From an optimization exercise on the open Yosys and OpenROAD flow, aimed at small area, a short achievable clock period and few clock cycles per item; shortcuts taken in it are not production practice.
At most, simulation tests tie the RTL to the original design; equivalence was not proved.

== old ==
==> flow/design.v (excerpt) <==
module div_top (
    input  wire         clk,
    input  wire         rst_n,
    input  wire  [31:0] op1,     
    input  wire  [31:0] op2,     
    input  wire  [2:0]  funct3,
    input  wire         start,
    input  wire         ack,
    output logic [31:0] result,
    output logic        done
);
For scale: roughly 2300 cells after synthesis, roughly 110 flip-flops, roughly 100 I/O pins, about 0.017 mm^2 of cells after synthesis.
==> flow/config.mk <==
export PLATFORM = sky130hd
export DESIGN_NAME = div_top
export DESIGN_NICKNAME = div_top
export VERILOG_FILES = /design/flow/design.v
export SDC_FILE = /design/flow/constraint.sdc
export NUM_CORES = 4
export LEC_CHECK = 0
export CAP_MARGIN = 20
export CORE_MARGIN = 2
export CORE_UTILIZATION = 40
export SLEW_MARGIN = 20
==> flow/constraint.sdc <==
create_clock -name core_clock -period 17.5 [get_ports {clk}]
set_input_delay 3.5000 -clock core_clock [delete_from_list [all_inputs] [get_ports {clk}]]
set_output_delay 3.5000 -clock core_clock [all_outputs]
set_load 0.01 [all_outputs]
standard.sh (not shown) runs the stock make flow with config.mk's settings and CLKGATE_MAP_FILE= SYNTH_SCRIPT=/design/flow/synth_recipe.tcl, a recipe that flattens the netlist after the stock synthesis.
==> flow/flow/run.sh <==
#!/bin/bash
# standard layout (the standard.sh) with two changes to how it is made:
#  - the port buffers are buf_4 cells instead of the smallest buffer
#  - the timing repair is asked to leave MARGIN ns of setup slack at the design's
#    clock period (the constraints themselves are unchanged)
set -uo pipefail
MARGIN=12.5
bash standard.sh "BUFFER_PORTS_ARGS=-buffer_cell sky130_fd_sc_hd__buf_4" \
    SETUP_SLACK_MARGIN=$MARGIN finish > make_finish.log 2>&1
old: all stages complete, timing, DRC and antenna checks passed
#### Input delta (new over old)
-- flow/flow/run.sh --
<<< old, line 7
MARGIN=12.5
>>> new, line 7
MARGIN=12
### Flow results
NOTE: area occupied by registers in new falls short of that of old. Summary — average wire length per cell after detail routing, new relative to old: lower, by 2.9%. Clock skew delta (new − old): favourable. The design area in new is 0.936 times that in old. Setup slack: old and new compared, higher one is old.
No run of this note included a check of the RTL's function; only the layout flow was run.

========
## north
div_top, a different RTL version from the one above (not shown whole).
For scale: roughly 2,200 cells after synthesis, about 110 flip-flops, ~100 I/O pins, roughly 17,000 sq um of cells after synthesis.
// div_top
module div_top (
    input  wire         clk,
    input  wire         rst_n,
    input  wire  [31:0] op1,     
    input  wire  [31:0] op2,     
    input  wire  [2:0]  funct3,
    input  wire         start,
    input  wire         ack,
    output logic [31:0] result,
    output logic        done
);
clock: 17.5 ns
lec_check: 0
cap_margin: 20
core_margin: 2
core_utilization: 40
slew_margin: 20
run.sh (not shown) runs the stock make flow with config.mk's settings and CLKGATE_MAP_FILE= SYNTH_SCRIPT=/design/flow/synth_recipe.tcl, a recipe that flattens the netlist after the stock synthesis.
Stock flow here: none of the scripts above is used.
Relative to north, the following input files were edited for east:
==> flow/flow/run.sh (new file) <==
#!/bin/bash
set -uo pipefail
bash standard.sh SETUP_SLACK_MARGIN=11 finish > make_finish.log 2>&1
==> flow/standard.sh (new file) <==
#!/bin/bash
# synth_recipe.tcl (not shown) runs the flow's synth.tcl, then flattens the netlist and writes it again
# the make line also repeats each setting of config.mk as NAME=value (left out here)
make -C /OpenROAD-flow-scripts/flow DESIGN_CONFIG=/design/flow/config.mk WORK_HOME=/design/flow/orfs CLKGATE_MAP_FILE= SYNTH_SCRIPT=/design/flow/synth_recipe.tcl "${@:-finish}"
removed: flow/run.sh
Results
The destination of the critical timing path comes out a_r[15] in one run and a_r[4] in the other, namely in north and east respectively. east drops more vias than north. Against north as the reference, east delivers a lower fraction of area in multi-input gates. Looking at cell at the slowest stage of the critical path, the sky130_fd_sc_hd__nand2b_2 result is from north; the sky130_fd_sc_hd__clkdlybuf4s50_1 one comes from east. The non-clock buffer count in east was higher than what north gave. Diff north -> east: final critical path time including I/O delays and setup down 2.11 ns, met2 capacity usage during global routing up 2.1 points, cell area reported after detailed placement flat. north → east: sequential share of layout area lower, core occupancy in the finished layout higher.
No functional check of the RTL was part of any run of this note.

========
Another version of the RTL of div_top (not shown whole).
Size in the first run: roughly 2400 cells after synthesis, roughly 0.018 sq mm of cells after synthesis.
// div_top
module div_top (
    input  wire         clk,
    input  wire         rst_n,
    input  wire  [31:0] op1,     
    input  wire  [31:0] op2,     
    input  wire  [2:0]  funct3,
    input  wire         start,
    input  wire         ack,
    output logic [31:0] result,
    output logic        done
);
clock: 17.5 ns
lec_check: 0
cap_margin: 20
core_margin: 2
core_utilization: 65
slew_margin: 20
standard.sh (not shown) runs the stock make flow with config.mk's settings and CLKGATE_MAP_FILE= SYNTH_SCRIPT=/design/flow/synth_recipe.tcl, a recipe that flattens the netlist after the stock synthesis.
==> flow/flow/run.sh <==
#!/bin/bash
# standard layout (the standard.sh) with two changes to how it is made:
#  - the port buffers are buf_4 cells instead of the smallest buffer
#  - the timing repair is asked to leave MARGIN ns of setup slack at the design's
#    clock period (the constraints themselves are unchanged)
set -uo pipefail
MARGIN=12
bash standard.sh "BUFFER_PORTS_ARGS=-buffer_cell sky130_fd_sc_hd__buf_4" \
    SETUP_SLACK_MARGIN=$MARGIN finish > make_finish.log 2>&1
The first run completed with no timing, DRC or antenna violations.
Rerun with:
--- a/flow/config.mk
+++ b/flow/config.mk
@@ -10 +10 @@
-export CORE_UTILIZATION = 65
+export CORE_UTILIZATION = 40
What happened: The new run passed the timing, DRC and antenna checks. Global-route usage drops by 16 points. Cell area climbs by 1.3%. Routed wire length goes up by 5.7%. Cell count climbs by 8.8%. Critical path depth came out lower by 10. Synthesized area does not change. Synthesized cell count stays the same.
Function was not checked in any run of this note: the RTL went through the layout flow alone.

========
== lane 1 ==
The RTL this note starts from:
==> flow/design.v <==
`timescale 1ns/1ps
`default_nettype none
module div_top (
    input  wire         clk,
    input  wire         rst_n,
    input  wire  [31:0] op1,     
    input  wire  [31:0] op2,     
    input  wire  [2:0]  funct3,
    input  wire         start,
    input  wire         ack,
    output logic [31:0] result,
    output logic        done
);
    localparam int DW = 33;              
    localparam int W  = 36;              
    logic          s_set;  
    logic          s_it;   
    logic          s_ng;   
    logic [31:0]   a_r;    
    logic [DW-1:0] b_r;    
    logic [31:0]   q_r;    
    logic [1:0]    fn;     
    logic          a_ng;   
    logic          b_ng;   
    logic [3:0]    cnt;    
    logic          neg;    
    logic idle, accept, last;
    assign idle   = !(s_set || s_it || s_ng);
    assign accept = start && idle && (!done || ack);
    assign last   = (cnt == 4'd0);
    logic        sgn_i, an_i, bn_i, rem_i;
    logic        div0_i, zq_i, fin_i;
    logic [31:0] imm_i;
    assign rem_i  = funct3[1];
    assign sgn_i  = !funct3[0];
    assign an_i   = sgn_i && op1[31];
    assign bn_i   = sgn_i && op2[31];
    assign div0_i = (op2 == 32'd0);
    assign zq_i   = (op1 < op2) && !an_i && !bn_i;
    assign fin_i  = div0_i || zq_i;
    assign imm_i = rem_i ? op1 : {32{div0_i}};
    logic        is_rem, b_one, neg_s, fin_s;
    logic [31:0] q_s;
    logic [31:0] aa, bb;
    logic [6:0]  sh;
    logic        sh_ng;
    logic [DW-1:0] b_al;                
    assign is_rem = fn[1];
    assign b_one  = (b_r[31:1] == 31'd0) && (b_r[0] != b_ng);
    assign neg_s  = is_rem ? a_ng : (a_ng ^ b_ng);
    assign fin_s  = b_one || sh_ng;
    assign q_s    = (b_one != is_rem) ? aa : 32'd0;
    assign aa     = a_r + 32'(a_ng);     
    assign bb     = b_r[31:0] + 32'(b_ng);
    function automatic logic [5:0] top_bit(input logic [31:0] x);  
        logic [7:0] nz;
        logic [1:0] loc [0:7];
        logic [2:0] g;
        for (int i = 0; i < 8; i++) begin
            nz[i]  = |x[4*i +: 4];
            loc[i] = x[4*i+3] ? 2'd3 : x[4*i+2] ? 2'd2 : x[4*i+1] ? 2'd1 : 2'd0;
        end
        g[2] = |nz[7:4];
        g[1] = g[2] ? |nz[7:6] : |nz[3:2];
        g[0] = g[2] ? (g[1] ? nz[7] : nz[5]) : (g[1] ? nz[3] : nz[1]);
        top_bit = {~|nz, g, loc[g]};
    endfunction
    logic [5:0] ta, tb;
    assign ta = top_bit(a_r);
    assign tb = top_bit(b_r[31:0]);
    assign sh    = 7'({1'b0, ta[4:0]}) + 7'(a_ng) - 7'({1'b0, tb[4:0]});
    assign sh_ng = sh[6];
    assign b_al  = DW'(bb) << {sh[4:1], 1'b0};
    logic [W-1:0] r0, d1, d2, cs_s, cs_c;
    logic [W:0]   t1, t2, t3;
    logic         ge1, ge2, ge3;
    logic [1:0]   qd;
    logic [31:0]  r_nx, qn;
    assign r0 = W'(a_r);
    assign d1 = W'(b_r);
    assign d2 = W'(b_r) << 1;
    assign cs_s = r0 ^ ~d1 ^ ~d2;
    assign cs_c = (r0 & ~d1) | (r0 & ~d2) | (~d1 & ~d2);
    assign t1 = {1'b0, r0} - {1'b0, d1};
    assign t2 = {1'b0, r0} - {1'b0, d2};
    assign t3 = {1'b0, cs_s} + {cs_c, 1'b1} + (W + 1)'(1);
    assign ge1 = !t1[W];
    assign ge2 = !t2[W];
    assign ge3 = !t3[W];
    always_comb begin
        if (ge3)      begin qd = 2'd3; r_nx = t3[31:0]; end
        else if (ge2) begin qd = 2'd2; r_nx = t2[31:0]; end
        else if (ge1) begin qd = 2'd1; r_nx = t1[31:0]; end
        else          begin qd = 2'd0; r_nx = a_r;      end
    end
    assign qn = {q_r[29:0], qd};
    always_ff @(posedge clk or negedge rst_n) begin
        if (!rst_n) begin
            s_set <= 1'b0;
            s_it  <= 1'b0;
            s_ng  <= 1'b0;
            done  <= 1'b0;
        end else begin
            s_set <= accept && !fin_i;
            s_it  <= (s_set && !fin_s) || (s_it && !last);
            s_ng  <= (s_set && fin_s && neg_s) || (s_it && last && neg);
            if (accept) begin
                done <= fin_i;
            end else begin
                done <= (done && !ack) || (s_set && fin_s && !neg_s) || (s_it && last && !neg)
                        || s_ng;
            end
        end
    end
    always_ff @(posedge clk) begin
        if (accept) begin
            q_r  <= imm_i;
            fn   <= funct3[1:0];
            a_ng <= an_i;
            b_ng <= bn_i;
        end
        if (s_set) begin
            if (fin_s) q_r <= q_s;
            neg <= neg_s;
        end
        if (s_it) q_r <= (last && is_rem) ? r_nx : qn;
        if (s_ng) q_r <= ~q_r + 32'd1;
    end
    always_ff @(posedge clk) begin
        if (s_set) begin
            a_r <= aa;
            b_r <= b_al;
        end else if (s_it) begin
            a_r <= r_nx;
            b_r <= b_r >> 2;
        end else begin
            a_r <= an_i ? ~op1 : op1;
            b_r <= DW'(bn_i ? ~op2 : op2);
        end
        cnt <= s_set ? sh[4:1] : cnt - 4'd1;
    end
    assign result = q_r;
endmodule
`default_nettype wire
clock: 17.5 ns
lec_check: 0
cap_margin: 20
core_margin: 2
core_utilization: 40
slew_margin: 20
Scripts as last shown in full above: flow/flow/run.sh
Testbench counts of lane 1, summed over its fixed seeds: cycles 9,820, items 2,400.
Inputs modified between lane 1 and lane 2:
diff --git a/flow/flow/run.sh b/flow/flow/run.sh
--- a/flow/flow/run.sh
+++ b/flow/flow/run.sh
@@ -6,3 +6,3 @@
 set -uo pipefail
-MARGIN=12
+MARGIN=11.5
 bash standard.sh "BUFFER_PORTS_ARGS=-buffer_cell sky130_fd_sc_hd__buf_4" \
Findings:
Taking lane 1 as the reference, in lane 2 highest attainable clock frequency -about 8%, non-clock buffer count -4.3%, total non-filler cell area in the finished layout -130 um2. Lane 2 and lane 1 ended up with nearly the same flip-flop and latch share of the layout cell area. The total routing resource utilization after global routing of lane 1 and that of lane 2 are within noise of each other.
Edits applied to the flow inputs when going from lane 2 to lane 3:
==> flow/flow/run.sh <==
#!/bin/bash
# standard layout (the standard.sh) with two changes to how it is made:
#  - the port buffers are buf_2 cells instead of the smallest buffer
#  - the timing repair is asked to leave MARGIN ns of setup slack at the design's
#    clock period (the constraints themselves are unchanged)
set -uo pipefail
MARGIN=12
bash standard.sh "BUFFER_PORTS_ARGS=-buffer_cell sky130_fd_sc_hd__buf_2" \
    SETUP_SLACK_MARGIN=$MARGIN finish > make_finish.log 2>&1
Notes after the runs:
Of lane 2 and lane 3, lane 2 shows the higher number of DRC violations after detailed-routing iteration 0, with lane 3 below it.
Lane 3 was carried through to the last stage, and its layout satisfied the timing, DRC and antenna checks.
Delta (lane 3 minus lane 2): count of clock-buffer cells in the layout +1, synthesized netlist net count roughly the same, final non-filler cell total has increased, critical path depth now smaller, post-layout minimum cycle time -410 ps.
Changes in lane 4 relative to lane 3:
==> flow/flow/run.sh <==
#!/bin/bash
# standard layout (the standard.sh) with two changes to how it is made:
#  - the port buffers are buf_4 cells instead of the smallest buffer
#  - the timing repair is asked to leave MARGIN ns of setup slack at the design's
#    clock period (the constraints themselves are unchanged)
set -uo pipefail
MARGIN=12.5
bash standard.sh "BUFFER_PORTS_ARGS=-buffer_cell sky130_fd_sc_hd__buf_4" \
    SETUP_SLACK_MARGIN=$MARGIN finish > make_finish.log 2>&1
--- outcome ---
Lane 4: flow completed, timing, DRC and antenna clean. Going from lane 3 to lane 4, minimum period implied by the final worst setup slack shrinks by 250 ps. The worst setup path startpoint comes out funct3[1] in one run and op2[15] in the other, namely in lane 3 and lane 4 respectively. Cmp lane 4 vs lane 3: number of global-route vias before repair higher in lane 4.

==> port drivers added, routing unchanged <==
Ports are ideal in the flow. The routed layouts listed here were re-timed in OpenROAD.
Step 1 sets driving cells, clkbuf_16 on the clock port and buf_2 on the other inputs (assumed; they add their load-dependent delay and slew).
Step 2 adds t to the input delays and takes it off the output delays; t is the mean of the earliest and latest rising clock arrival at the registers after step 1. Input paths then give back, and output paths get back, about the clock's delay inside the block.
Three values: ideal ports, drivers, drivers and shift; two values: the first two.
| run | t (ns) | setup slack, ns | clock arrival spread, ns | worst register clock-pin slew, ns | worst data-port slew with drivers (ns) |
|---|---|---|---|---|---|
| old | 0.446 | 12.402 / 12.405 / 11.960 | 0.021 / 0.021 | 0.10 / 0.10 | 0.06 |
| new | 0.434 | 12.155 / 12.180 / 11.745 | 0.016 / 0.017 | 0.09 / 0.09 | 0.05 |
| north | 0.425 | 8.920 / 8.951 / 8.525 | 0.017 / 0.017 | 0.10 / 0.10 | 0.04 |
| east | 0.420 | 11.034 / 11.043 / 10.622 | 0.019 / 0.019 | 0.10 / 0.10 | 0.06 |
| the first run of note 3 | 0.419 | 11.905 / 11.905 / 11.567 | 0.018 / 0.019 | 0.10 / 0.10 | 0.05 |
| the second run of note 3 | 0.425 | 12.006 / 12.025 / 11.600 | 0.011 / 0.010 | 0.09 / 0.09 | 0.05 |
| lane 1 | 0.439 | 12.145 / 12.145 / 11.824 | 0.015 / 0.015 | 0.09 / 0.09 | 0.04 |
| lane 2 | 0.434 | 11.670 / 11.670 / 11.670 | 0.017 / 0.017 | 0.09 / 0.09 | 0.04 |
| lane 3 | 0.425 | 12.083 / 12.114 / 11.688 | 0.015 / 0.015 | 0.09 / 0.09 | 0.05 |
| lane 4 | 0.423 | 12.336 / 12.363 / 11.940 | 0.015 / 0.016 | 0.09 / 0.09 | 0.07 |
After both steps every run listed still meets setup and hold. For old, which loses most, drivers alone change the setup slack by +0.003 ns; drivers and shift together by -0.442 ns.
